This design comes from an exercise in tuning for small area and few clock cycles per item on the open sky130 flow, not from production work.
The RTL was checked by simulation tests, not by an equivalence proof against the original design.

==> flow/design.v (outline; a module is shown in full before it is edited, if it fits) <==
// module stv_mul_inc: 3672 lines
// module stv_mul_dec: 2172 lines
// module stv_s1: 1715 lines
// module stv_pcm: 212 lines
// module stv_sine_rom: 1178 lines
// module stv_cfg_data: 5 lines
// module stv_fa: 4 lines
// module stv_ha: 4 lines
// module swept_tone_voice: 175 lines
module swept_tone_voice #(
    parameter int SINE_TABLE_BITS = stv_pkg::SINE_TABLE_BITS_DEF,
    parameter int COUNT_BITS      = stv_pkg::COUNT_BITS_DEF
) (
    input  logic        i_clk,
    input  logic        i_rst_n,
    input  logic        s_axis_tvalid,
    output logic        s_axis_tready,
    input  logic [23:0] s_axis_tdata,    
    input  logic [0:0]  s_axis_tuser,    
    output logic        m_axis_tvalid,
    input  logic        m_axis_tready,
    output logic [39:0] m_axis_tdata,    
    output logic [0:0]  m_axis_tuser,    
    input  logic        i_cfg_we,
    input  logic [2:0]  i_cfg_index,
    input  logic [31:0] i_cfg_data
);
  // ...
==> flow/run.sh <==
#!/bin/bash
# synth_recipe.tcl (not shown) runs the flow's synth.tcl, then flattens the netlist and writes it again
# the make line also repeats each setting of config.mk as NAME=value (left out here)
make -C /OpenROAD-flow-scripts/flow DESIGN_CONFIG=/design/flow/config.mk WORK_HOME=/design/flow/orfs CLKGATE_MAP_FILE= SYNTH_SCRIPT=/design/flow/synth_recipe.tcl finish
==> flow/config.mk <==
export PLATFORM = sky130hd
export DESIGN_NAME = swept_tone_voice
export DESIGN_NICKNAME = swept_tone_voice
export VERILOG_FILES = /design/flow/design.v
export SDC_FILE = /design/flow/constraint.sdc
export NUM_CORES = 4
export LEC_CHECK = 0
export CAP_MARGIN = 20
export CORE_MARGIN = 2
export CORE_UTILIZATION = 40
export CTS_CLUSTER_DIAMETER = 60
export CTS_CLUSTER_SIZE = 25
export SLEW_MARGIN = 20
export SYNTH_HIERARCHICAL = 1
export SYNTH_MEMORY_MAX_BITS = 32768
export SYNTH_MINIMUM_KEEP_SIZE = 0
==> flow/constraint.sdc <==
create_clock -name core_clock -period 13.0 [get_ports {i_clk}]
set_input_delay 2.6000 -clock core_clock [delete_from_list [all_inputs] [get_ports {i_clk}]]
set_output_delay 2.6000 -clock core_clock [all_outputs]
set_load 0.01 [all_outputs]
==> key figures, run 1 <==
Synthesis
  – Mean post-synth cell area: 10.08 µm²
  – Largest cells by area after synthesis: fa_1 (48%), edfxtp_1 (14%), nand2_1 (11%)
  – Most frequent cells after synthesis: nand2_1 (2,369), fa_1 (1,910), clkbuf_1 (480)
  – Synth top area share: 47.61%
  – Ys flop type: edfxtp_1
  – Post-synthesis compound-gate area fraction: 8.191%

Critical path
  – Reg2reg path depth: 43
  – Worst Setup Start Kind: input pin
  – CP Depth: 37
  – Slowest stage cell, crit path: xnor2_2
  – Worst setup startpoint: s_axis_tuser[0]

Floorplan
  – IO Pins: 108
  – Core Region: 199,700 µm²
  – Die Ht: 452.1 µm

CTS
  – CTS Hold Bufs: 0
  – CTS Sinks: 368
  – Inserted Clock Buffers: slightly above 40
  – CTS Buffer Depth: 3
  – CTS clk-pin slew, worst paths: 0.06 ns
  – Worst-skew pair later-pin latency: 0.63 ns

Detailed routing
  – ANT nets after route: 0

Global routing
  – Met2 Use GR: roughly 43%
  – Largest net degree at the start of global routing: between 90 and 100
  – Antenna violations before repair: 11
  – First-pass GRT wire length: 408,400 µm
  – Grt peak-use layer: met2

Final layout
  – Multi-input gate share of total cell area: between 70 and 80%
  – Final Util: 43.18%
  – Multi-input gate area: 66,580 µm²
  – Non-clock buffer share: around 3.2%

Timing
  – Slew @ Worst Pin: 1.170 ns
  – Final Max Slew Viols: 0
  – Max transition margin: 21.98%

Outcome
  – Status: finished clean

Worst hold path
  – Hold_sp: r_act1$_DFFE_PN_
Testbench counts, summed over its fixed seeds: cycles 19,442, items 18,162.
==> module stv_pcm, before the edit <==
module stv_pcm (
    input  logic [17:0] i_mix,      
    output logic [15:0] o_pcm
);
    logic w_over, w_under;
    assign w_over  = ($signed(i_mix) > 18'sd32768);
    assign w_under = ($signed(i_mix) < -18'sd32768);
    logic w_ns16;
    logic [15:0] w_ns;
    assign w_ns16 = ~i_mix[16];
    assign w_ns = ~i_mix[15:0];
    logic p1;
    logic p2;
    logic p3;
    logic p4;
    logic p5;
    logic p6;
    logic p7;
    logic p8;
    logic p9;
    logic p10;
    logic p11;
    logic p12;
    logic p13;
    logic p14;
    logic p15;
    logic p16;
    logic p17;
    logic p18;
    logic p19;
    logic p20;
    logic p21;
    logic p22;
    logic p23;
    logic p24;
    logic p25;
    logic p26;
    logic p27;
    logic p28;
    logic p29;
    logic p30;
    logic p31;
    logic p32;
    logic p33;
    logic p34;
    logic p35;
    logic p36;
    logic p37;
    logic p38;
    logic p39;
    logic p40;
    logic p41;
    logic p42;
    logic p43;
    logic p44;
    logic p45;
    logic p46;
    logic p47;
    logic p48;
    logic p49;
    logic p50;
    logic p51;
    logic p52;
    logic p53;
    logic p54;
    logic p55;
    logic p56;
    logic p57;
    logic p58;
    logic p59;
    logic p60;
    logic p61;
    logic p62;
    logic p63;
    logic p64;
    logic p65;
    logic p66;
    logic p67;
    logic p68;
    logic p69;
    logic p70;
    logic p71;
    logic p72;
    logic p73;
    logic p74;
    logic p75;
    logic p76;
    logic p77;
    logic p78;
    logic p79;
    logic p80;
    logic p81;
    logic p82;
    logic p83;
    logic p84;
    logic p85;
    logic p86;
    logic p87;
    logic p88;
    logic p89;
    logic p90;
    logic p91;
    logic p92;
    logic p93;
    logic p94;
    logic p95;
    logic p96;
    logic p97;
    logic p98;
    logic p99;
    logic p100;
    logic p101;
    logic p102;
    logic p103;
    logic p104;
    logic p105;
    logic p106;
    logic p107;
    logic p108;
    logic p109;
    logic p110;
    logic p111;
    logic p112;
    logic p113;
    logic p114;
    logic p115;
    logic p116;
    logic p117;
    logic p118;
    logic p119;
    logic p120;
    logic p121;
    logic p122;
    logic p123;
    logic p124;
    logic p125;
    logic p126;
    logic p127;
    logic p128;
    logic p129;
    logic p130;
    stv_ha u_p1 (.a(i_mix[0]), .b(w_ns[4]), .s(p1), .co(p2));
    stv_ha u_p3 (.a(i_mix[1]), .b(w_ns[5]), .s(p3), .co(p4));
    stv_ha u_p5 (.a(i_mix[2]), .b(w_ns[6]), .s(p5), .co(p6));
    stv_ha u_p7 (.a(i_mix[3]), .b(w_ns[7]), .s(p7), .co(p8));
    stv_ha u_p9 (.a(i_mix[4]), .b(w_ns[8]), .s(p9), .co(p10));
    stv_ha u_p11 (.a(i_mix[5]), .b(w_ns[9]), .s(p11), .co(p12));
    stv_ha u_p13 (.a(w_ns[0]), .b(w_ns[2]), .s(p13), .co(p14));
    stv_fa u_p15 (.a(w_ns[1]), .b(w_ns[3]), .c(w_ns[5]), .s(p15), .co(p16));
    stv_fa u_p17 (.a(w_ns[2]), .b(w_ns[4]), .c(w_ns[6]), .s(p17), .co(p18));
    stv_fa u_p19 (.a(w_ns[3]), .b(w_ns[5]), .c(w_ns[7]), .s(p19), .co(p20));
    stv_fa u_p21 (.a(p1), .b(w_ns[6]), .c(w_ns[8]), .s(p21), .co(p22));
    stv_ha u_p23 (.a(w_ns[9]), .b(w_ns[11]), .s(p23), .co(p24));
    stv_fa u_p25 (.a(p3), .b(w_ns[7]), .c(w_ns[9]), .s(p25), .co(p26));
    stv_fa u_p27 (.a(w_ns[10]), .b(w_ns[12]), .c(p2), .s(p27), .co(p28));
    stv_fa u_p29 (.a(p5), .b(w_ns[8]), .c(w_ns[10]), .s(p29), .co(p30));
    stv_fa u_p31 (.a(w_ns[11]), .b(w_ns[13]), .c(p4), .s(p31), .co(p32));
    stv_fa u_p33 (.a(p7), .b(w_ns[9]), .c(w_ns[11]), .s(p33), .co(p34));
    stv_fa u_p35 (.a(w_ns[12]), .b(w_ns[14]), .c(p6), .s(p35), .co(p36));
    stv_fa u_p37 (.a(p9), .b(w_ns[10]), .c(w_ns[12]), .s(p37), .co(p38));
    stv_fa u_p39 (.a(w_ns[13]), .b(w_ns[15]), .c(p8), .s(p39), .co(p40));
    stv_fa u_p41 (.a(p11), .b(w_ns[11]), .c(w_ns[13]), .s(p41), .co(p42));
    stv_fa u_p43 (.a(w_ns[14]), .b(i_mix[16]), .c(p10), .s(p43), .co(p44));
    stv_fa u_p45 (.a(i_mix[6]), .b(w_ns[10]), .c(w_ns[12]), .s(p45), .co(p46));
    stv_fa u_p47 (.a(w_ns[14]), .b(w_ns[15]), .c(p12), .s(p47), .co(p48));
    stv_fa u_p49 (.a(i_mix[7]), .b(w_ns[11]), .c(w_ns[13]), .s(p49), .co(p50));
    stv_ha u_p51 (.a(w_ns[15]), .b(i_mix[16]), .s(p51), .co(p52));
    stv_fa u_p53 (.a(i_mix[8]), .b(w_ns[12]), .c(w_ns[14]), .s(p53), .co(p54));
    stv_ha u_p55 (.a(w_ns[0]), .b(w_ns[2]), .s(p55), .co(p56));
    stv_fa u_p57 (.a(w_ns[1]), .b(w_ns[3]), .c(w_ns[4]), .s(p57), .co(p58));
    stv_fa u_p59 (.a(p13), .b(w_ns[4]), .c(w_ns[5]), .s(p59), .co(p60));
    stv_fa u_p61 (.a(p15), .b(w_ns[6]), .c(w_ns[8]), .s(p61), .co(p62));
    stv_fa u_p63 (.a(p17), .b(w_ns[7]), .c(w_ns[9]), .s(p63), .co(p64));
    stv_fa u_p65 (.a(p19), .b(w_ns[8]), .c(w_ns[10]), .s(p65), .co(p66));
    stv_fa u_p67 (.a(p21), .b(p23), .c(i_mix[16]), .s(p67), .co(p68));
    stv_fa u_p69 (.a(p25), .b(p27), .c(p22), .s(p69), .co(p70));
    stv_fa u_p71 (.a(p29), .b(p31), .c(p26), .s(p71), .co(p72));
    stv_fa u_p73 (.a(p33), .b(p35), .c(p30), .s(p73), .co(p74));
    stv_fa u_p75 (.a(p37), .b(p39), .c(p34), .s(p75), .co(p76));
    stv_fa u_p77 (.a(p41), .b(p43), .c(p38), .s(p77), .co(p78));
    stv_fa u_p79 (.a(p45), .b(p47), .c(p42), .s(p79), .co(p80));
    stv_fa u_p81 (.a(p49), .b(p51), .c(p46), .s(p81), .co(p82));
    stv_fa u_p83 (.a(p53), .b(i_mix[16]), .c(p50), .s(p83), .co(p84));
    stv_fa u_p85 (.a(i_mix[9]), .b(w_ns[13]), .c(w_ns[15]), .s(p85), .co(p86));
    stv_ha u_p87 (.a(i_mix[10]), .b(w_ns[14]), .s(p87), .co(p88));
    stv_ha u_p89 (.a(w_ns[0]), .b(w_ns[1]), .s(p89), .co(p90));
    stv_fa u_p91 (.a(w_ns[1]), .b(w_ns[2]), .c(w_ns[4]), .s(p91), .co(p92));
    stv_fa u_p93 (.a(p55), .b(w_ns[3]), .c(w_ns[5]), .s(p93), .co(p94));
    stv_fa u_p95 (.a(p57), .b(w_ns[6]), .c(p56), .s(p95), .co(p96));
    stv_fa u_p97 (.a(p59), .b(w_ns[7]), .c(p58), .s(p97), .co(p98));
    stv_fa u_p99 (.a(p61), .b(p14), .c(p60), .s(p99), .co(p100));
    stv_fa u_p101 (.a(p63), .b(p16), .c(p62), .s(p101), .co(p102));
    stv_fa u_p103 (.a(p65), .b(p18), .c(p64), .s(p103), .co(p104));
    stv_fa u_p105 (.a(p67), .b(p20), .c(p66), .s(p105), .co(p106));
    stv_fa u_p107 (.a(p69), .b(p24), .c(p68), .s(p107), .co(p108));
    stv_fa u_p109 (.a(p71), .b(p28), .c(p70), .s(p109), .co(p110));
    stv_fa u_p111 (.a(p73), .b(p32), .c(p72), .s(p111), .co(p112));
    stv_fa u_p113 (.a(p75), .b(p36), .c(p74), .s(p113), .co(p114));
    stv_fa u_p115 (.a(p77), .b(p40), .c(p76), .s(p115), .co(p116));
    stv_fa u_p117 (.a(p79), .b(p44), .c(p78), .s(p117), .co(p118));
    stv_fa u_p119 (.a(p81), .b(p48), .c(p80), .s(p119), .co(p120));
    stv_fa u_p121 (.a(p83), .b(p52), .c(p82), .s(p121), .co(p122));
    stv_fa u_p123 (.a(p85), .b(p54), .c(p84), .s(p123), .co(p124));
    stv_fa u_p125 (.a(p87), .b(i_mix[16]), .c(p86), .s(p125), .co(p126));
    stv_fa u_p127 (.a(i_mix[11]), .b(w_ns[15]), .c(p88), .s(p127), .co(p128));
    stv_ha u_p129 (.a(i_mix[12]), .b(i_mix[16]), .s(p129), .co(p130));
    logic [30:0] w_p0, w_p1, w_p;
    assign w_p0 = {i_mix[15], i_mix[14], i_mix[13], p129, p127, p125, p123, p121, p119, p117, p115, p113, p111, p109, p107, p105, p103, p101, p99, p97, p95, p93, p91, p89, w_ns[0], w_ns[1], w_ns[0], 1'b0, 1'b0, 1'b0, w_ns16};
    assign w_p1 = {1'b0, 1'b0, p130, p128, p126, p124, p122, p120, p118, p116, p114, p112, p110, p108, p106, p104, p102, p100, p98, p96, p94, p92, p90, w_ns[3], w_ns[2], 1'b0, 1'b0, 1'b0, 1'b0, 1'b0, 1'b0};
    assign w_p = w_p0 + w_p1 + 31'd1966082767;
    assign o_pcm = w_over ? 16'd30000 : w_under ? -16'sd30000 : w_p[30:15];
endmodule
==> run 2, diff against run 1 <==
--- a/flow/design.v
+++ b/flow/design.v
@@ -7741,75 +7741,483 @@
     logic p128;
     logic p129;
     logic p130;
+    logic p131;
+    logic p132;
+    logic p133;
+    logic p134;
+    logic p135;
+    logic p136;
+    logic p137;
+    logic p138;
+    logic p139;
+    logic p140;
+    logic p141;
+    logic p142;
+    logic p143;
+    logic p144;
+    logic p145;
+    logic p146;
+    logic p147;
+    logic p148;
+    logic p149;
+    logic p150;
+    logic p151;
+    logic p152;
+    logic p153;
+    logic p154;
+    logic p155;
+    logic p156;
+    logic p157;
+    logic p158;
+    logic p159;
+    logic p160;
     stv_ha u_p1 (.a(i_mix[0]), .b(w_ns[4]), .s(p1), .co(p2));
     stv_ha u_p3 (.a(i_mix[1]), .b(w_ns[5]), .s(p3), .co(p4));
     stv_ha u_p5 (.a(i_mix[2]), .b(w_ns[6]), .s(p5), .co(p6));
     stv_ha u_p7 (.a(i_mix[3]), .b(w_ns[7]), .s(p7), .co(p8));
     stv_ha u_p9 (.a(i_mix[4]), .b(w_ns[8]), .s(p9), .co(p10));
-    stv_ha u_p11 (.a(i_mix[5]), .b(w_ns[9]), .s(p11), .co(p12));
-    stv_ha u_p13 (.a(w_ns[0]), .b(w_ns[2]), .s(p13), .co(p14));
-    stv_fa u_p15 (.a(w_ns[1]), .b(w_ns[3]), .c(w_ns[5]), .s(p15), .co(p16));
-    stv_fa u_p17 (.a(w_ns[2]), .b(w_ns[4]), .c(w_ns[6]), .s(p17), .co(p18));
-    stv_fa u_p19 (.a(w_ns[3]), .b(w_ns[5]), .c(w_ns[7]), .s(p19), .co(p20));
-    stv_fa u_p21 (.a(p1), .b(w_ns[6]), .c(w_ns[8]), .s(p21), .co(p22));
-    stv_ha u_p23 (.a(w_ns[9]), .b(w_ns[11]), .s(p23), .co(p24));
-    stv_fa u_p25 (.a(p3), .b(w_ns[7]), .c(w_ns[9]), .s(p25), .co(p26));
-    stv_fa u_p27 (.a(w_ns[10]), .b(w_ns[12]), .c(p2), .s(p27), .co(p28));
-    stv_fa u_p29 (.a(p5), .b(w_ns[8]), .c(w_ns[10]), .s(p29), .co(p30));
-    stv_fa u_p31 (.a(w_ns[11]), .b(w_ns[13]), .c(p4), .s(p31), .co(p32));
-    stv_fa u_p33 (.a(p7), .b(w_ns[9]), .c(w_ns[11]), .s(p33), .co(p34));
-    stv_fa u_p35 (.a(w_ns[12]), .b(w_ns[14]), .c(p6), .s(p35), .co(p36));
-    stv_fa u_p37 (.a(p9), .b(w_ns[10]), .c(w_ns[12]), .s(p37), .co(p38));
-    stv_fa u_p39 (.a(w_ns[13]), .b(w_ns[15]), .c(p8), .s(p39), .co(p40));
-    stv_fa u_p41 (.a(p11), .b(w_ns[11]), .c(w_ns[13]), .s(p41), .co(p42));
-    stv_fa u_p43 (.a(w_ns[14]), .b(i_mix[16]), .c(p10), .s(p43), .co(p44));
-    stv_fa u_p45 (.a(i_mix[6]), .b(w_ns[10]), .c(w_ns[12]), .s(p45), .co(p46));
-    stv_fa u_p47 (.a(w_ns[14]), .b(w_ns[15]), .c(p12), .s(p47), .co(p48));
-    stv_fa u_p49 (.a(i_mix[7]), .b(w_ns[11]), .c(w_ns[13]), .s(p49), .co(p50));
-    stv_ha u_p51 (.a(w_ns[15]), .b(i_mix[16]), .s(p51), .co(p52));
-    stv_fa u_p53 (.a(i_mix[8]), .b(w_ns[12]), .c(w_ns[14]), .s(p53), .co(p54));
-    stv_ha u_p55 (.a(w_ns[0]), .b(w_ns[2]), .s(p55), .co(p56));
-    stv_fa u_p57 (.a(w_ns[1]), .b(w_ns[3]), .c(w_ns[4]), .s(p57), .co(p58));
-    stv_fa u_p59 (.a(p13), .b(w_ns[4]), .c(w_ns[5]), .s(p59), .co(p60));
-    stv_fa u_p61 (.a(p15), .b(w_ns[6]), .c(w_ns[8]), .s(p61), .co(p62));
-    stv_fa u_p63 (.a(p17), .b(w_ns[7]), .c(w_ns[9]), .s(p63), .co(p64));
-    stv_fa u_p65 (.a(p19), .b(w_ns[8]), .c(w_ns[10]), .s(p65), .co(p66));
-    stv_fa u_p67 (.a(p21), .b(p23), .c(i_mix[16]), .s(p67), .co(p68));
-    stv_fa u_p69 (.a(p25), .b(p27), .c(p22), .s(p69), .co(p70));
-    stv_fa u_p71 (.a(p29), .b(p31), .c(p26), .s(p71), .co(p72));
-    stv_fa u_p73 (.a(p33), .b(p35), .c(p30), .s(p73), .co(p74));
-    stv_fa u_p75 (.a(p37), .b(p39), .c(p34), .s(p75), .co(p76));
-    stv_fa u_p77 (.a(p41), .b(p43), .c(p38), .s(p77), .co(p78));
-    stv_fa u_p79 (.a(p45), .b(p47), .c(p42), .s(p79), .co(p80));
-    stv_fa u_p81 (.a(p49), .b(p51), .c(p46), .s(p81), .co(p82));
-    stv_fa u_p83 (.a(p53), .b(i_mix[16]), .c(p50), .s(p83), .co(p84));
-    stv_fa u_p85 (.a(i_mix[9]), .b(w_ns[13]), .c(w_ns[15]), .s(p85), .co(p86));
-    stv_ha u_p87 (.a(i_mix[10]), .b(w_ns[14]), .s(p87), .co(p88));
-    stv_ha u_p89 (.a(w_ns[0]), .b(w_ns[1]), .s(p89), .co(p90));
-    stv_fa u_p91 (.a(w_ns[1]), .b(w_ns[2]), .c(w_ns[4]), .s(p91), .co(p92));
-    stv_fa u_p93 (.a(p55), .b(w_ns[3]), .c(w_ns[5]), .s(p93), .co(p94));
-    stv_fa u_p95 (.a(p57), .b(w_ns[6]), .c(p56), .s(p95), .co(p96));
-    stv_fa u_p97 (.a(p59), .b(w_ns[7]), .c(p58), .s(p97), .co(p98));
-    stv_fa u_p99 (.a(p61), .b(p14), .c(p60), .s(p99), .co(p100));
-    stv_fa u_p101 (.a(p63), .b(p16), .c(p62), .s(p101), .co(p102));
-    stv_fa u_p103 (.a(p65), .b(p18), .c(p64), .s(p103), .co(p104));
-    stv_fa u_p105 (.a(p67), .b(p20), .c(p66), .s(p105), .co(p106));
-    stv_fa u_p107 (.a(p69), .b(p24), .c(p68), .s(p107), .co(p108));
-    stv_fa u_p109 (.a(p71), .b(p28), .c(p70), .s(p109), .co(p110));
-    stv_fa u_p111 (.a(p73), .b(p32), .c(p72), .s(p111), .co(p112));
-    stv_fa u_p113 (.a(p75), .b(p36), .c(p74), .s(p113), .co(p114));
-    stv_fa u_p115 (.a(p77), .b(p40), .c(p76), .s(p115), .co(p116));
-    stv_fa u_p117 (.a(p79), .b(p44), .c(p78), .s(p117), .co(p118));
-    stv_fa u_p119 (.a(p81), .b(p48), .c(p80), .s(p119), .co(p120));
-    stv_fa u_p121 (.a(p83), .b(p52), .c(p82), .s(p121), .co(p122));
-    stv_fa u_p123 (.a(p85), .b(p54), .c(p84), .s(p123), .co(p124));
-    stv_fa u_p125 (.a(p87), .b(i_mix[16]), .c(p86), .s(p125), .co(p126));
-    stv_fa u_p127 (.a(i_mix[11]), .b(w_ns[15]), .c(p88), .s(p127), .co(p128));
-    stv_ha u_p129 (.a(i_mix[12]), .b(i_mix[16]), .s(p129), .co(p130));
-    logic [30:0] w_p0, w_p1, w_p;
-    assign w_p0 = {i_mix[15], i_mix[14], i_mix[13], p129, p127, p125, p123, p121, p119, p117, p115, p113, p111, p109, p107, p105, p103, p101, p99, p97, p95, p93, p91, p89, w_ns[0], w_ns[1], w_ns[0], 1'b0, 1'b0, 1'b0, w_ns16};
-    assign w_p1 = {1'b0, 1'b0, p130, p128, p126, p124, p122, p120, p118, p116, p114, p112, p110, p108, p106, p104, p102, p100, p98, p96, p94, p92, p90, w_ns[3], w_ns[2], 1'b0, 1'b0, 1'b0, 1'b0, 1'b0, 1'b0};
-    assign w_p = w_p0 + w_p1 + 31'd1966082767;
+    stv_fa u_p11 (.a(i_mix[5]), .b(w_ns[9]), .c(w_ns[11]), .s(p11), .co(p12));
+    stv_ha u_p13 (.a(i_mix[6]), .b(w_ns[10]), .s(p13), .co(p14));
+    stv_ha u_p15 (.a(w_ns[0]), .b(w_ns[2]), .s(p15), .co(p16));
+    stv_ha u_p17 (.a(w_ns[1]), .b(w_ns[3]), .s(p17), .co(p18));
+    stv_fa u_p19 (.a(w_ns[0]), .b(w_ns[2]), .c(w_ns[4]), .s(p19), .co(p20));
+    stv_ha u_p21 (.a(w_ns[5]), .b(w_ns[7]), .s(p21), .co(p22));
+    stv_fa u_p23 (.a(w_ns[1]), .b(w_ns[3]), .c(w_ns[5]), .s(p23), .co(p24));
+    stv_ha u_p25 (.a(w_ns[6]), .b(w_ns[8]), .s(p25), .co(p26));
+    stv_fa u_p27 (.a(w_ns[2]), .b(w_ns[4]), .c(w_ns[6]), .s(p27), .co(p28));
+    stv_ha u_p29 (.a(w_ns[7]), .b(w_ns[9]), .s(p29), .co(p30));
+    stv_fa u_p31 (.a(w_ns[3]), .b(w_ns[5]), .c(w_ns[7]), .s(p31), .co(p32));
+    stv_ha u_p33 (.a(w_ns[8]), .b(w_ns[10]), .s(p33), .co(p34));
+    stv_fa u_p35 (.a(p1), .b(w_ns[6]), .c(w_ns[8]), .s(p35), .co(p36));
+    stv_fa u_p37 (.a(w_ns[9]), .b(w_ns[11]), .c(i_mix[16]), .s(p37), .co(p38));
+    stv_fa u_p39 (.a(p3), .b(w_ns[7]), .c(w_ns[9]), .s(p39), .co(p40));
+    stv_fa u_p41 (.a(w_ns[10]), .b(w_ns[12]), .c(p2), .s(p41), .co(p42));
+    stv_fa u_p43 (.a(p5), .b(w_ns[8]), .c(w_ns[10]), .s(p43), .co(p44));
+    stv_fa u_p45 (.a(w_ns[11]), .b(w_ns[13]), .c(p4), .s(p45), .co(p46));
+    stv_fa u_p47 (.a(p7), .b(w_ns[9]), .c(w_ns[11]), .s(p47), .co(p48));
+    stv_fa u_p49 (.a(w_ns[12]), .b(w_ns[14]), .c(p6), .s(p49), .co(p50));
+    stv_fa u_p51 (.a(p9), .b(w_ns[10]), .c(w_ns[12]), .s(p51), .co(p52));
+    stv_fa u_p53 (.a(w_ns[13]), .b(w_ns[15]), .c(p8), .s(p53), .co(p54));
+    stv_fa u_p55 (.a(p11), .b(w_ns[13]), .c(w_ns[14]), .s(p55), .co(p56));
+    stv_fa u_p57 (.a(i_mix[16]), .b(1'b1), .c(p10), .s(p57), .co(p58));
+    stv_fa u_p59 (.a(p13), .b(w_ns[12]), .c(w_ns[14]), .s(p59), .co(p60));
+    stv_fa u_p61 (.a(w_ns[15]), .b(1'b1), .c(p12), .s(p61), .co(p62));
+    stv_fa u_p63 (.a(i_mix[7]), .b(w_ns[11]), .c(w_ns[13]), .s(p63), .co(p64));
+    stv_fa u_p65 (.a(w_ns[15]), .b(i_mix[16]), .c(p14), .s(p65), .co(p66));
+    stv_fa u_p67 (.a(i_mix[8]), .b(w_ns[12]), .c(w_ns[14]), .s(p67), .co(p68));
+    stv_ha u_p69 (.a(i_mix[9]), .b(w_ns[13]), .s(p69), .co(p70));
+    stv_ha u_p71 (.a(w_ns[0]), .b(w_ns[1]), .s(p71), .co(p72));
+    stv_ha u_p73 (.a(w_ns[1]), .b(w_ns[2]), .s(p73), .co(p74));
+    stv_fa u_p75 (.a(p15), .b(w_ns[3]), .c(w_ns[5]), .s(p75), .co(p76));
+    stv_fa u_p77 (.a(p17), .b(w_ns[4]), .c(w_ns[6]), .s(p77), .co(p78));
+    stv_fa u_p79 (.a(p19), .b(p21), .c(1'b1), .s(p79), .co(p80));
+    stv_fa u_p81 (.a(p23), .b(p25), .c(p20), .s(p81), .co(p82));
+    stv_fa u_p83 (.a(p27), .b(p29), .c(p24), .s(p83), .co(p84));
+    stv_fa u_p85 (.a(p31), .b(p33), .c(p28), .s(p85), .co(p86));
+    stv_fa u_p87 (.a(p35), .b(p37), .c(p32), .s(p87), .co(p88));
+    stv_fa u_p89 (.a(p39), .b(p41), .c(p36), .s(p89), .co(p90));
+    stv_fa u_p91 (.a(p43), .b(p45), .c(p40), .s(p91), .co(p92));
+    stv_fa u_p93 (.a(p47), .b(p49), .c(p44), .s(p93), .co(p94));
+    stv_fa u_p95 (.a(p51), .b(p53), .c(p48), .s(p95), .co(p96));
+    stv_fa u_p97 (.a(p55), .b(p57), .c(p52), .s(p97), .co(p98));
+    stv_fa u_p99 (.a(p59), .b(p61), .c(p56), .s(p99), .co(p100));
+    stv_fa u_p101 (.a(p63), .b(p65), .c(p60), .s(p101), .co(p102));
+    stv_fa u_p103 (.a(p67), .b(i_mix[16]), .c(p64), .s(p103), .co(p104));
+    stv_fa u_p105 (.a(p69), .b(w_ns[15]), .c(1'b1), .s(p105), .co(p106));
+    stv_fa u_p107 (.a(i_mix[10]), .b(w_ns[14]), .c(i_mix[16]), .s(p107), .co(p108));
+    stv_ha u_p109 (.a(i_mix[11]), .b(w_ns[15]), .s(p109), .co(p110));
+    stv_ha u_p111 (.a(w_ns[0]), .b(w_ns[2]), .s(p111), .co(p112));
+    stv_fa u_p113 (.a(p71), .b(w_ns[3]), .c(1'b1), .s(p113), .co(p114));
+    stv_fa u_p115 (.a(p73), .b(w_ns[4]), .c(p72), .s(p115), .co(p116));
+    stv_fa u_p117 (.a(p75), .b(1'b1), .c(p74), .s(p117), .co(p118));
+    stv_fa u_p119 (.a(p77), .b(p16), .c(p76), .s(p119), .co(p120));
+    stv_fa u_p121 (.a(p79), .b(p18), .c(p78), .s(p121), .co(p122));
+    stv_fa u_p123 (.a(p81), .b(p22), .c(p80), .s(p123), .co(p124));
+    stv_fa u_p125 (.a(p83), .b(p26), .c(p82), .s(p125), .co(p126));
+    stv_fa u_p127 (.a(p85), .b(p30), .c(p84), .s(p127), .co(p128));
+    stv_fa u_p129 (.a(p87), .b(p34), .c(p86), .s(p129), .co(p130));
+    stv_fa u_p131 (.a(p89), .b(p38), .c(p88), .s(p131), .co(p132));
+    stv_fa u_p133 (.a(p91), .b(p42), .c(p90), .s(p133), .co(p134));
+    stv_fa u_p135 (.a(p93), .b(p46), .c(p92), .s(p135), .co(p136));
+    stv_fa u_p137 (.a(p95), .b(p50), .c(p94), .s(p137), .co(p138));
+    stv_fa u_p139 (.a(p97), .b(p54), .c(p96), .s(p139), .co(p140));
+    stv_fa u_p141 (.a(p99), .b(p58), .c(p98), .s(p141), .co(p142));
+    stv_fa u_p143 (.a(p101), .b(p62), .c(p100), .s(p143), .co(p144));
+    stv_fa u_p145 (.a(p103), .b(p66), .c(p102), .s(p145), .co(p146));
+    stv_fa u_p147 (.a(p105), .b(p68), .c(p104), .s(p147), .co(p148));
+    stv_fa u_p149 (.a(p107), .b(p70), .c(p106), .s(p149), .co(p150));
+    stv_fa u_p151 (.a(p109), .b(1'b1), .c(p108), .s(p151), .co(p152));
+    stv_fa u_p153 (.a(i_mix[12]), .b(i_mix[16]), .c(p110), .s(p153), .co(p154));
+    stv_ha u_p155 (.a(i_mix[13]), .b(1'b1), .s(p155), .co(p156));
+    stv_ha u_p157 (.a(i_mix[14]), .b(1'b1), .s(p157), .co(p158));
+    stv_ha u_p159 (.a(i_mix[15]), .b(1'b1), .s(p159), .co(p160));
+    logic q1;
+    logic q2;
+    logic q3;
+    logic q4;
+    logic q5;
+    logic q6;
+    logic q7;
+    logic q8;
+    logic q9;
+    logic q10;
+    logic q11;
+    logic q12;
+    logic q13;
+    logic q14;
+    logic q15;
+    logic q16;
+    logic q17;
+    logic q18;
+    logic q19;
+    logic q20;
+    logic q21;
+    logic q22;
+    logic q23;
+    logic q24;
+    logic q25;
+    logic q26;
+    logic q27;
+    logic q28;
+    logic q29;
+    logic q30;
+    logic q31;
+    logic q32;
+    logic q33;
+    logic q34;
+    logic q35;
+    logic q36;
+    logic q37;
+    logic q38;
+    logic q39;
+    logic q40;
+    logic q41;
+    logic q42;
+    logic q43;
+    logic q44;
+    logic q45;
+    logic q46;
+    logic q47;
+    logic q48;
+    logic q49;
+    logic q50;
+    logic q51;
+    logic q52;
+    logic q53;
+    logic q54;
+    logic q55;
+    logic q56;
+    logic q57;
+    logic q58;
+    logic q59;
+    logic q60;
+    logic q61;
+    logic q62;
+    logic q63;
+    logic q64;
+    logic q65;
+    logic q66;
+    logic q67;
+    logic q68;
+    logic q69;
+    logic q70;
+    logic q71;
+    logic q72;
+    logic q73;
+    logic q74;
+    logic q75;
+    logic q76;
+    logic q77;
+    logic q78;
+    logic q79;
+    logic q80;
+    logic q81;
+    logic q82;
+    logic q83;
+    logic q84;
+    logic q85;
+    logic q86;
+    logic q87;
+    logic q88;
+    logic q89;
+    logic q90;
+    logic q91;
+    logic q92;
+    logic q93;
+    logic q94;
+    logic q95;
+    logic q96;
+    logic q97;
+    logic q98;
+    logic q99;
+    logic q100;
+    logic q101;
+    logic q102;
+    logic q103;
+    logic q104;
+    logic q105;
+    logic q106;
+    logic q107;
+    logic q108;
+    logic q109;
+    logic q110;
+    logic q111;
+    logic q112;
+    logic q113;
+    logic q114;
+    logic q115;
+    logic q116;
+    logic q117;
+    logic q118;
+    logic q119;
+    logic q120;
+    logic q121;
+    logic q122;
+    logic q123;
+    logic q124;
+    logic q125;
+    logic q126;
+    logic q127;
+    logic q128;
+    logic q129;
+    logic q130;
+    logic q131;
+    logic q132;
+    logic q133;
+    logic q134;
+    logic q135;
+    logic q136;
+    logic q137;
+    logic q138;
+    logic q139;
+    logic q140;
+    logic q141;
+    logic q142;
+    logic q143;
+    logic q144;
+    logic q145;
+    logic q146;
+    logic q147;
+    logic q148;
+    logic q149;
+    logic q150;
+    logic q151;
+    logic q152;
+    logic q153;
+    logic q154;
+    logic q155;
+    logic q156;
+    logic q157;
+    logic q158;
+    logic q159;
+    logic q160;
+    logic q161;
+    logic q162;
+    logic q163;
+    logic q164;
+    logic q165;
+    logic q166;
+    logic q167;
+    logic q168;
+    logic q169;
+    logic q170;
+    logic q171;
+    logic q172;
+    logic q173;
+    logic q174;
+    logic q175;
+    logic q176;
+    logic q177;
+    logic q178;
+    logic q179;
+    logic q180;
+    logic q181;
+    logic q182;
+    assign q1 = w_ns16 & 1'b1;
+    assign q2 = w_ns16 ^ 1'b1;
+    assign q3 = 1'b1 & 1'b0;
+    assign q4 = 1'b1 ^ 1'b0;
+    assign q5 = 1'b1 & 1'b0;
+    assign q6 = 1'b1 ^ 1'b0;
+    assign q7 = 1'b1 & 1'b0;
+    assign q8 = 1'b1 ^ 1'b0;
+    assign q9 = w_ns[0] & 1'b0;
+    assign q10 = w_ns[0] ^ 1'b0;
+    assign q11 = w_ns[1] & 1'b0;
+    assign q12 = w_ns[1] ^ 1'b0;
+    assign q13 = p111 & 1'b1;
+    assign q14 = p111 ^ 1'b1;
+    assign q15 = p113 & p112;
+    assign q16 = p113 ^ p112;
+    assign q17 = p115 & p114;
+    assign q18 = p115 ^ p114;
+    assign q19 = p117 & p116;
+    assign q20 = p117 ^ p116;
+    assign q21 = p119 & p118;
+    assign q22 = p119 ^ p118;
+    assign q23 = p121 & p120;
+    assign q24 = p121 ^ p120;
+    assign q25 = p123 & p122;
+    assign q26 = p123 ^ p122;
+    assign q27 = p125 & p124;
+    assign q28 = p125 ^ p124;
+    assign q29 = p127 & p126;
+    assign q30 = p127 ^ p126;
+    assign q31 = p129 & p128;
+    assign q32 = p129 ^ p128;
+    assign q33 = p131 & p130;
+    assign q34 = p131 ^ p130;
+    assign q35 = p133 & p132;
+    assign q36 = p133 ^ p132;
+    assign q37 = p135 & p134;
+    assign q38 = p135 ^ p134;
+    assign q39 = p137 & p136;
+    assign q40 = p137 ^ p136;
+    assign q41 = p139 & p138;
+    assign q42 = p139 ^ p138;
+    assign q43 = p141 & p140;
+    assign q44 = p141 ^ p140;
+    assign q45 = p143 & p142;
+    assign q46 = p143 ^ p142;
+    assign q47 = p145 & p144;
+    assign q48 = p145 ^ p144;
+    assign q49 = p147 & p146;
+    assign q50 = p147 ^ p146;
+    assign q51 = p149 & p148;
+    assign q52 = p149 ^ p148;
+    assign q53 = p151 & p150;
+    assign q54 = p151 ^ p150;
+    assign q55 = p153 & p152;
+    assign q56 = p153 ^ p152;
+    assign q57 = p155 & p154;
+    assign q58 = p155 ^ p154;
+    assign q59 = p157 & p156;
+    assign q60 = p157 ^ p156;
+    assign q61 = p159 & p158;
+    assign q62 = p159 ^ p158;
+    assign q63 = q3 | (q4 & q1);
+    assign q64 = q4 & q2;
+    assign q65 = q7 | (q8 & q5);
+    assign q66 = q8 & q6;
+    assign q67 = q11 | (q12 & q9);
+    assign q68 = q12 & q10;
+    assign q69 = q15 | (q16 & q13);
+    assign q70 = q16 & q14;
+    assign q71 = q19 | (q20 & q17);
+    assign q72 = q20 & q18;
+    assign q73 = q23 | (q24 & q21);
+    assign q74 = q24 & q22;
+    assign q75 = q27 | (q28 & q25);
+    assign q76 = q28 & q26;
+    assign q77 = q31 | (q32 & q29);
+    assign q78 = q32 & q30;
+    assign q79 = q35 | (q36 & q33);
+    assign q80 = q36 & q34;
+    assign q81 = q39 | (q40 & q37);
+    assign q82 = q40 & q38;
+    assign q83 = q43 | (q44 & q41);
+    assign q84 = q44 & q42;
+    assign q85 = q47 | (q48 & q45);
+    assign q86 = q48 & q46;
+    assign q87 = q51 | (q52 & q49);
+    assign q88 = q52 & q50;
+    assign q89 = q55 | (q56 & q53);
+    assign q90 = q56 & q54;
+    assign q91 = q59 | (q60 & q57);
+    assign q92 = q60 & q58;
+    assign q93 = q65 | (q66 & q63);
+    assign q94 = q66 & q64;
+    assign q95 = q69 | (q70 & q67);
+    assign q96 = q70 & q68;
+    assign q97 = q73 | (q74 & q71);
+    assign q98 = q74 & q72;
+    assign q99 = q77 | (q78 & q75);
+    assign q100 = q78 & q76;
+    assign q101 = q81 | (q82 & q79);
+    assign q102 = q82 & q80;
+    assign q103 = q85 | (q86 & q83);
+    assign q104 = q86 & q84;
+    assign q105 = q89 | (q90 & q87);
+    assign q106 = q90 & q88;
+    assign q107 = q95 | (q96 & q93);
+    assign q108 = q96 & q94;
+    assign q109 = q99 | (q100 & q97);
+    assign q110 = q100 & q98;
+    assign q111 = q103 | (q104 & q101);
+    assign q112 = q104 & q102;
+    assign q113 = q109 | (q110 & q107);
+    assign q114 = q110 & q108;
+    assign q115 = q111 | (q112 & q113);
+    assign q116 = q112 & q114;
+    assign q117 = q97 | (q98 & q107);
+    assign q118 = q98 & q108;
+    assign q119 = q101 | (q102 & q113);
+    assign q120 = q102 & q114;
+    assign q121 = q105 | (q106 & q115);
+    assign q122 = q106 & q116;
+    assign q123 = q67 | (q68 & q93);
+    assign q124 = q68 & q94;
+    assign q125 = q71 | (q72 & q107);
+    assign q126 = q72 & q108;
+    assign q127 = q75 | (q76 & q117);
+    assign q128 = q76 & q118;
+    assign q129 = q79 | (q80 & q113);
+    assign q130 = q80 & q114;
+    assign q131 = q83 | (q84 & q119);
+    assign q132 = q84 & q120;
+    assign q133 = q87 | (q88 & q115);
+    assign q134 = q88 & q116;
+    assign q135 = q91 | (q92 & q121);
+    assign q136 = q92 & q122;
+    assign q137 = q5 | (q6 & q63);
+    assign q138 = q6 & q64;
+    assign q139 = q9 | (q10 & q93);
+    assign q140 = q10 & q94;
+    assign q141 = q13 | (q14 & q123);
+    assign q142 = q14 & q124;
+    assign q143 = q17 | (q18 & q107);
+    assign q144 = q18 & q108;
+    assign q145 = q21 | (q22 & q125);
+    assign q146 = q22 & q126;
+    assign q147 = q25 | (q26 & q117);
+    assign q148 = q26 & q118;
+    assign q149 = q29 | (q30 & q127);
+    assign q150 = q30 & q128;
+    assign q151 = q33 | (q34 & q113);
+    assign q152 = q34 & q114;
+    assign q153 = q37 | (q38 & q129);
+    assign q154 = q38 & q130;
+    assign q155 = q41 | (q42 & q119);
+    assign q156 = q42 & q120;
+    assign q157 = q45 | (q46 & q131);
+    assign q158 = q46 & q132;
+    assign q159 = q49 | (q50 & q115);
+    assign q160 = q50 & q116;
+    assign q161 = q53 | (q54 & q133);
+    assign q162 = q54 & q134;
+    assign q163 = q57 | (q58 & q121);
+    assign q164 = q58 & q122;
+    assign q165 = q61 | (q62 & q135);
+    assign q166 = q62 & q136;
+    assign q167 = q32 ^ q149;
+    assign q168 = q34 ^ q113;
+    assign q169 = q36 ^ q151;
+    assign q170 = q38 ^ q129;
+    assign q171 = q40 ^ q153;
+    assign q172 = q42 ^ q119;
+    assign q173 = q44 ^ q155;
+    assign q174 = q46 ^ q131;
+    assign q175 = q48 ^ q157;
+    assign q176 = q50 ^ q115;
+    assign q177 = q52 ^ q159;
+    assign q178 = q54 ^ q133;
+    assign q179 = q56 ^ q161;
+    assign q180 = q58 ^ q121;
+    assign q181 = q60 ^ q163;
+    assign q182 = q62 ^ q135;
+    logic [30:0] w_p;
+    assign w_p[14:0] = '0;
+    assign w_p[30:15] = {q182, q181, q180, q179, q178, q177, q176, q175, q174, q173, q172, q171, q170, q169, q168, q167};
     assign o_pcm = w_over ? 16'd30000 : w_under ? -16'sd30000 : w_p[30:15];
 endmodule
 module stv_sine_rom (input logic [10:0] a, output logic [15:0] q);
==> run 2 against run 1 <==
Worst setup slack improved by 0.40 ns. First-iteration DRC count decreased by 3.1%. Clock skew increased by 0.023 ns. Sequential share of layout area increased by 0.089 points.
==> key figures, run 2 <==
Outcome
  – Status: finished clean

Floorplan
  – Die Ht: 450.6 µm (-0.33%)
  – Die ar.: 203,000 µm²
  – Core Region: 197,800 µm² (-0.92%)
  – Starting Density: 40.33%
  – Rows: 163
  – IO Pins: 108 (unchanged)
  – Die width: 450.6 µm

Place
  – IO Port Bufs: 95
  – GPL Wtd Cong: 0.9512
  – Hpwl dp: 183,000 µm
  – Cell count after placement: slightly above 10,000

Timing
  – Max Clk Rate: 0.08605 GHz
  – Min Tclk post-route: 11.62 ns
  – Max transition margin: 20.02% (-2.0 points)
  – Slew @ Worst Pin: 1.200 ns (+0.02920 ns)
  – Fin Setup TNS: 0 ns
  – Setup Viol. Count Final: 0
  – Setup Skew: 0.07457 ns
  – Final Max Slew Viols: 0 (unchanged)
  – Final Hold Viols: 0
  – RSZ-0062 raised after global routing: false
  – Final period util: 89.39%

CTS
  – Inserted Clock Buffers: 40 (-2.4%)
  – CTS clk-pin slew, worst paths: 0.07 ns (about the same)
  – CTS Buffer Depth: 3 (unchanged)
  – Worst-skew pair later-pin latency: 0.65 ns (+0.02 ns)
  – Root buffer cell: clkbuf_16
  – CTS Sinks: 368 (unchanged)
  – Postcts setup bufs: 0
  – CTS Hold Bufs: 0 (unchanged)
  – CTS HTree Levels: 2
  – Post-CTS Resized: 0
  – TritonCTS clock tree: done

Final layout
  – Final Util: 43.27% (+0.098 points)
  – Non-Filler Instances: between 10,000 and 15,000
  – Biggest register: r_cfg
  – Area delta synth->final: 7.299%
  – Most frequent cells in the layout: nand2_1 (2,356), fa_1 (1,925), ha_1 (384)
  – Top flop regs: r_cfg x177, r_inc x32, r_phase x32
  – Share of layout cells above drive strength 1: between 5 and 6%
  – Nets: between 10,000 and 15,000
  – Max reg flops: 177
  – Most common library cell in the layout ignoring fill and taps: nand2_1

Synthesis
  – Number of flops mapped to enable cells by yosys: 365
  – Synth top area share: 48.30% (+0.70 points)
  – Seq/Total Area, Yosys: ~14%
  – Yosys reg bits: between 300 and 400
  – Top-count cell post-synth: nand2_1
  – Largest area contributor in the netlist: fa_1
  – Most frequent cells after synthesis: nand2_1 (2,357), fa_1 (1,925), clkbuf_1 (474)
  – Mean post-synth cell area: 10.16 µm² (+0.76%)
  – Cell variety after synth: 124
  – FFs w/ async S/R, synth: 0%
  – Ys flop type: edfxtp_1
  – Largest cells by area after synthesis: fa_1 (48%), edfxtp_1 (14%), nand2_1 (11%)
  – Synth Warn #: 8
  – Post-Syn Area: 79,780 µm²
  – Post-Synthesis Cells: 7,853

Detailed routing
  – Total Routed Length: 264,300 µm
  – Initial DRC Count: ~6,000
  – Met1 wire length: a little over 100,000 µm
  – DR top layer: met5
  – DRC Markers: 0
  – Vias per inst: 5.919
  – Drt wl/cell: between 20 and 30 µm
  – Pre-Repair DR Iteration Count: 7
  – Wire length on met3: 25,590 µm
  – ANT nets after route: 0 (unchanged)
  – Vias: 61,650
  – DR WL met2: 124,400 µm

Worst hold path
  – Tightest Hold Check Type: reg2reg

Critical path
  – Worst-path fanout max: 17
  – Slowest stage cell, crit path: xnor2_2
  – Worst Setup Start Kind: input pin
  – Crit-path max cell delay: 0.64 ns
  – Crit Path Class: in2reg
  – Arr. time, crit path: ~12 ns
  – Crit end category: flop
  – Required @ worst endpoint: 13.31 ns

Global routing
  – First-pass GRT wire length: 405,700 µm (-0.65%)
  – Antenna violations before repair: 11 (unchanged)
  – Remaining Overflow, GRT: 0
  – Largest net degree at the start of global routing: 96 (-1.0%)
  – Total track usage: between 20% and 30%
  – Number of global-route vias before repair: about 68,000

Flow run
  – MaxCap Viol Count: 0
==> run 2: logic make-up (layout without fill, tap and decap cells) <==
logic type	count (synthesis)	count (layout)	synth area share, %
AOI/OAI and AO/OA	955	955	7.879
muxes	86	86	1.275
other	6	89	0.02823
adders and majority gates	2310	2310	54.34
buffers and inverters	803	642	3.950
and+or+nand+nor	3118	3118	16.44
xor gates and xnor gates	207	207	2.272
DFF	368	368	13.81
==> run 2: routing by layer <==
layer	GRT usage (%)	up-vias
li1	-	25290
met1	33.63	31940
met2	42.44	3627
met3	5.304	791
met4	10.80	8
met5	0	-
==> run 2: final timing paths <==
| check | startpoint | end | slack [ns] | cells past startpoint |
|---|---|---|---|---|
| setup / recovery | s_axis_tuser[0] | r_mag1[15]$_SDFFCE_PP0N_ | 1.38 | 37 |
| hold reg to reg | r_act1$_DFFE_PN_ | r_act2$_DFFE_PP_ | 0.44 | 0 |
| setup reg to reg | r_idx[5]$_SDFFCE_PN0P_ | r_env[22]$_SDFFCE_PP0P_ | 1.41 | 38 |
| hold / removal | r_act1$_DFFE_PN_ | r_act2$_DFFE_PP_ | 0.44 | 0 |
==> run 2: worst max-delay path, delay by kind of cell <==
| kind | cells | cell delay, ns |
|---|---|---|
| fa+ha+maj | 5 | 2.11 |
| xor+xnor | 2 | 0.78 |
| mux | 1 | 0.08 |
| buf+inv | 6 | 1.02 |
| simple gates | 12 | 2.72 |
| compound gates | 11 | 2.57 |
==> run 2: through the flow <==
step                      hold slack [ns]  instance area [µm²]  setup slack, ns
after detailed placement           0.4277                84130           0.8611
after floorplan                    0.4003                80090           0.2174
after global routing               0.4428                85600           0.7334
final                              0.4391                85610            1.379
after global placement             0.4029                84120           0.8627
after CTS                          0.4454                85550            1.459
==> run 2: area by class of cell <==
class / count / area (µm²)
clock buffer: 44 / 1016
multi-input combinational: 6763 / 66180
tap: 2640 / 3303
clock inverter: 28 / 400.4
inverter: 246 / 925.9
timing repair buffer: 324 / 2756
sequential: 368 / 11020
fill: 18740 / 112200
antenna: 2 / 5.005
==> run 2: per-module statistics from Yosys, one instance, submodules excluded <==
module | flip-flops and latches | area [µm²]
stv_cfg_data | 0 | 397.9
stv_mul_dec | 0 | 3984
swept_tone_voice | 368 | 19620
stv_s1 | 0 | 3869
stv_sine_rom | 0 | 6414
stv_ha | 0 | 12.51
stv_pcm | 0 | 1087
stv_mul_inc | 0 | 6675
stv_fa | 0 | 20.02
Testbench counts of run 2, summed over its fixed seeds: cycles 19,442, items 18,162.

re-timing with driven ports:
No port has a modelled driver above. Below, the same layouts with a new extraction and two added sets of constraints.
Step 1 sets driving cells, clkbuf_16 on the clock port and buf_2 on the other inputs (assumed; they add their load-dependent delay and slew).
Step 2 moves the port delays by t, midway between the first and last clock arrival at a register: inputs arrive t later, outputs are due t later. That takes back most of the time a late clock gives input paths.
Three values: ideal, step 1, step 2; two values: the first two.
| run | t (ns) | setup WS [ns] | worst data-port slew with drivers (ns) |
|---|---|---|---|
| run 1 | 0.667 | 0.977 / 0.924 / 0.257 | 0.17 |
| run 2 | 0.668 | 1.379 / 1.321 / 0.652 | 0.17 |
After both steps setup and hold are still met in every run listed. For run 2, which loses most, drivers alone change the setup slack by -0.058 ns; drivers and shift together by -0.727 ns.
